What follows belongs to an exercise in optimizing a design on an open flow for small area, a short achievable clock period and few clock cycles; a production flow would make more cautious choices.
RTL that was checked went through simulation tests only; none was proved equivalent to the original.

Design conv3x3_mac, start of the top module:
module conv3x3_mac #(
   parameter bit RELU = 1'b0
) (
   input  logic         i_clk,
   input  logic         i_rstn,
   input  logic [9:0]   i_num_ci,
   input  logic         i_valid,
   output logic         o_ready,
   input  logic [143:0] i_window,
   input  logic [143:0] i_weight,
   input  logic [15:0]  i_bias,
   output logic         o_valid,
   input  logic         i_ready,
   output logic [15:0]  o_data
);
For scale: roughly 7300 cells after synthesis, ~880 flip-flops, about 340 I/O pins, ~75000 um2 of cells after synthesis.
Settings: LEC_CHECK=0, ABC_AREA=1, CAP_MARGIN=20, CORE_MARGIN=2, CORE_UTILIZATION=40, CTS_CLUSTER_DIAMETER=60, CTS_CLUSTER_SIZE=30, SETUP_SLACK_MARGIN=4.6, SLEW_MARGIN=20, SYNTH_HIERARCHICAL=1, SYNTH_MINIMUM_KEEP_SIZE=0; clock period 8.0 ns.
standard.sh (not shown) runs the stock make flow with config.mk's settings and CLKGATE_MAP_FILE= SYNTH_SCRIPT=/design/flow/synth_recipe.tcl, a recipe that flattens the netlist after the stock synthesis.
==> flow/flow/run.sh <==
#!/bin/bash
# The standard layout (the standard.sh, standard synthesis unchanged), except that the
# buffers every input and output port gets are plain buf_1 cells instead of the delay-buffer
# cell buffer_ports picks by default; repair_timing still resizes them where timing needs it.
set -euo pipefail
export BUFFER_PORTS_ARGS="-buffer_cell sky130_fd_sc_hd__buf_1"
bash standard.sh finish > standard.log 2>&1
The first run went through all stages and came out clean.
Then changed:
Settings changed: SETUP_SLACK_MARGIN 4.6 to 4.75.
Effect: The new run ran to the end with no violations; sequential share of layout area goes down by 0.83 points; routed wire length grows by 5.4%; via count rose by 1.2%; die area stays the same; worst setup slack is better by 0.13 ns.
No run of this note included a check of the RTL's function; only the layout flow was run.

Another version of the RTL of conv3x3_mac (not shown whole).
Size in the first run: roughly 7500 cells after synthesis, roughly 340 I/O pins.
clock: 8.0 ns
lec_check: 0
abc_area: 1
cap_margin: 20
core_margin: 2
core_utilization: 65
place_density: 0.72
setup_slack_margin: 4.6
slew_margin: 20
synth_hierarchical: 1
synth_minimum_keep_size: 0
run.sh (not shown) runs the stock make flow with config.mk's settings and CLKGATE_MAP_FILE= SYNTH_SCRIPT=/design/flow/synth_recipe.tcl, a recipe that flattens the netlist after the stock synthesis.
Stock flow here: none of the scripts above is used.
The baseline finished with timing, DRC and antenna clean.
Testbench counts at the start, summed over its fixed seeds: cycles 45,039.
Change:
CORE_UTILIZATION = 40   (was 65)
PLACE_DENSITY = default   (was 0.72)
After rerunning: Routed wire length fell by about 0.8%; via count fell by about 5%; design area rose by about 1.2%; non-clock buffer count fell by 35; clock skew fell by 12 ps; worst setup slack improved by 40 ps; clock-buffer cell count rose by 1.
Change:
SETUP_SLACK_MARGIN = 4.85   (was 4.6)
The changed run ran to the end with no violations.
Final area goes up by 8.1%.
Maximum frequency goes up by 8.5%.
Non-clock buffer count rose by 457.
Synthesized cell count is unchanged.
Change:
==> flow/flow/run.sh (new file) <==
#!/bin/bash
# The standard layout (the standard.sh, standard synthesis unchanged), except that the
# buffers every input and output port gets are plain buf_1 cells instead of the delay-buffer
# cell buffer_ports picks by default; repair_timing still resizes them where timing needs it.
set -euo pipefail
export BUFFER_PORTS_ARGS="-buffer_cell sky130_fd_sc_hd__buf_1"
bash standard.sh finish > standard.log 2>&1
==> flow/standard.sh (new file) <==
#!/bin/bash
# synth_recipe.tcl (not shown) runs the flow's synth.tcl, then flattens the netlist and writes it again
# the make line also repeats each setting of config.mk as NAME=value (left out here)
make -C /OpenROAD-flow-scripts/flow DESIGN_CONFIG=/design/flow/config.mk WORK_HOME=/design/flow/orfs CLKGATE_MAP_FILE= SYNTH_SCRIPT=/design/flow/synth_recipe.tcl "${@:-finish}"
CTS_CLUSTER_DIAMETER = 60   (was default)
CTS_CLUSTER_SIZE = 30   (was default)
SETUP_SLACK_MARGIN = 4.6   (was 4.85)
removed: flow/run.sh
The changed run passed the timing, DRC and antenna checks.
Final cell count shrinks by a few percent.
Non-clock buffer count shrinks by 450.
Area after synthesis is unchanged.
Critical path depth shrinks by 1.
Cell area shrinks by roughly a tenth.
Clock skew grows by 34 ps.
Die area does not change.
Fmax shrinks by a few percent.
Flip-flop and latch count does not change.
Via count shrinks by a few percent.
Change:
CTS_CLUSTER_DIAMETER = default   (was 60)
CTS_CLUSTER_SIZE = default   (was 30)
Cell area goes up by about 0.8%; area after synthesis is unchanged; first-iteration DRC count grows by 5.2%; final cell count came out higher by 0.44%; worst setup slack gains 9.9 ps; core utilization is higher by 0.34 points; fmax stays flat; die area does not change; hold slack gets worse by 3.6 ps.

## run 1
Another version of the RTL of conv3x3_mac (not shown whole).
Size in the first run: ~340 I/O pins.
export LEC_CHECK = 0
export ABC_AREA = 1
export CAP_MARGIN = 20
export CORE_MARGIN = 2
export CORE_UTILIZATION = 40
export CTS_CLUSTER_DIAMETER = 50
export CTS_CLUSTER_SIZE = 24
export PLACE_DENSITY = 0.5
export SETUP_SLACK_MARGIN = 4.95
export SLEW_MARGIN = 20
export SYNTH_HIERARCHICAL = 1
export SYNTH_MINIMUM_KEEP_SIZE = 0
create_clock -name core_clock -period 8.0 [get_ports {i_clk}]
standard.sh (not shown) runs the stock make flow with config.mk's settings and CLKGATE_MAP_FILE= SYNTH_SCRIPT=/design/flow/synth_recipe.tcl, a recipe that flattens the netlist after the stock synthesis.
==> flow/flow/run.sh <==
#!/bin/bash
# The standard layout (the standard.sh, standard synthesis unchanged), except:
# - the buffers every input and output port gets are plain buf_1 cells instead of the
#   delay-buffer cell buffer_ports picks by default (repair_timing still resizes them);
# - clock tree synthesis adds no dummy balancing loads.
set -euo pipefail
export BUFFER_PORTS_ARGS="-buffer_cell sky130_fd_sc_hd__buf_1"
export CTS_ARGS="-sink_clustering_enable -repair_clock_nets -sink_clustering_size 24 -sink_clustering_max_diameter 50 -dont_use_dummy_load"
bash standard.sh finish > standard.log 2>&1
Run 1 went all the way through the flow, and no timing, DRC or antenna check failed.
Testbench counts of run 1, summed over its fixed seeds: cycles 45,039.
Input-level comparison between run 2 and run 1:
- swapping 24 for 30 in CTS_CLUSTER_SIZE
- swapping 50 for 60 in CTS_CLUSTER_DIAMETER
- putting GPL_ROUTABILITY_DRIVEN at 0 where nothing was set
--- a/flow/flow/run.sh
+++ b/flow/flow/run.sh
@@ -7,3 +7,3 @@
 export BUFFER_PORTS_ARGS="-buffer_cell sky130_fd_sc_hd__buf_1"
-export CTS_ARGS="-sink_clustering_enable -repair_clock_nets -sink_clustering_size 24 -sink_clustering_max_diameter 50 -dont_use_dummy_load"
+export CTS_ARGS="-sink_clustering_enable -repair_clock_nets -sink_clustering_size 30 -sink_clustering_max_diameter 60 -dont_use_dummy_load"
 bash standard.sh finish > standard.log 2>&1
--- outcome ---
- Run 2 finished every step from synthesis to the final layout, and the layout passed the timing, DRC and antenna checks.
- Looking at run 1 and run 2, the post-layout instance count excluding filler cells is a wash.
- Run 2 drops fewer vias than run 1.
- The register clock-pin slew on the reported worst setup and hold paths on run 1 is in line with that on run 2.
- Lower clock latency on the worst-skew pair among run 1 and run 2: run 2
- Going from run 1 to run 2, sum of met3 wire segment lengths after detailed routing went down 5.9%; number of cells upsized or downsized after cts shows a reduction of 54.
Edits applied to the flow inputs when going from run 2 to run 3:
- GPL_ROUTABILITY_DRIVEN no longer set, was 0
- PLACE_DENSITY no longer set, was 0.5
Notes after the runs:
- Clock-pin transition on the worst setup and hold timing paths delta (run 3 -> run 2): insignificant
- Wire length: run 3 lower than run 2
- Run 2 was smaller in final cell area than run 3.
- Cell count: run 3 vs run 2, no meaningful difference
- Per the comparison of run 3 with run 2, clock buffer instance count of the final layout went down, non-clock buffer count went down, required time of the worst setup path went down, remaining antenna violation count did not really move.
- Maximum fanout count along the critical path was lower in run 2 than in run 3.
Changes in run 4 relative to run 3:
- SETUP_SLACK_MARGIN changed from 4.95 to 5.0
- PLACE_DENSITY newly set to 0.5
From run 3 to run 4 the numbers moved as follows: worst slack at placement -0.089 ns; cell count ~0 delta; final routed wire length divided by cell count +about 6.5%; total number of vias went down.
Multi-input logic area shrinks slightly when moving from run 3 to run 4.
Higher clock insertion delay at the later pin of the skew report among run 3 and run 4: run 4
Area growth from synthesis to final layout on run 4 is up relative to run 3.
Input changes introduced in run 5 (baseline for comparison: run 4):
- SETUP_SLACK_MARGIN changed from 5.0 to 4.95
[summary]
Run 5 -> run 4: post-route clock period utilization flat
In the reports for run 5 and run 4, the larger worst hold slack belongs to run 4.
Between run 4 and run 5, the final cell count figures differ only marginally.
Cmp run 5 and run 4 / max-slew headroom at the worst pin / lower: run 4
In run 5, the routed length on met2 came out 0.76% below the value in run 4.
Looking at design area across run 5 and run 4, the one that comes out lower is run 5.
### run 5 -> run 6
- CORE_UTILIZATION: 40 -> 50
- PLACE_DENSITY: 0.5 -> 0.6
Notes after the runs:
- Run 5 → run 6: via count rose 767, final design area excluding fillers fell about 0.8%.
- The slowest cell on the critical path comes out fa_2 in one run and fa_1 in the other, namely in run 5 and run 6 respectively.

-- what the ideal ports hide --
The results above use ideal ports. As a check the final layouts listed here were re-extracted and re-timed, cells and wires unchanged. Step 1, drivers: a clkbuf_16 drives i_clk and a buf_2 each remaining input, both assumed. Step 2 adds t to the input delays and takes it off the output delays; t is the mean of the earliest and latest rising clock arrival at the registers after step 1. Input paths then give back, and output paths get back, about the clock's delay inside the block. Slacks: ideal ports / drivers / drivers and shift; pairs: ideal ports / drivers.
run	t, ns	setup WS [ns]	worst hold slack (ns)	worst setup path after step 2	slew at the worst register clock pin (ns)
the first run of note 1	0.839	4.530 / 4.548 / 3.728	0.327 / 0.327 / 0.327	input to register	0.11 / 0.11
the second run of note 1	0.838	4.657 / 4.698 / 3.889	0.327 / 0.327 / 0.327	input to register	0.10 / 0.10
the first run of note 2	0.839	4.473 / 4.473 / 3.844	0.325 / 0.325 / 0.325	input to register	0.08 / 0.08
the second run of note 2	0.863	4.513 / 4.513 / 3.896	0.307 / 0.307 / 0.307	input to register	0.07 / 0.07
the third run of note 2	0.863	4.785 / 4.785 / 4.140	0.319 / 0.319 / 0.319	input to register	0.07 / 0.07
the fourth run of note 2	0.855	4.547 / 4.547 / 3.994	0.329 / 0.329 / 0.329	input to register	0.09 / 0.09
the fifth run of note 2	0.863	4.557 / 4.557 / 4.004	0.326 / 0.326 / 0.326	input to register	0.09 / 0.09
run 1	0.866	4.878 / 4.878 / 4.272	0.293 / 0.293 / 0.293	input to register	0.09 / 0.09
run 2	0.818	4.906 / 4.906 / 4.471	0.263 / 0.263 / 0.263	input to register	0.10 / 0.10
run 3	0.829	4.870 / 4.870 / 4.344	0.299 / 0.299 / 0.299	input to register	0.10 / 0.10
run 4	0.836	4.870 / 4.870 / 4.521	0.293 / 0.293 / 0.293	input to register	0.10 / 0.10
run 5	0.840	4.866 / 4.866 / 4.277	0.286 / 0.286 / 0.286	input to register	0.11 / 0.11
run 6	0.797	4.866 / 4.866 / 4.538	0.302 / 0.302 / 0.302	input to register	0.10 / 0.10
After both steps every run listed still meets setup and hold. The setup slack of the first run of note 1, which loses most, moves by +0.018 ns with the drivers and by -0.802 ns with both steps.
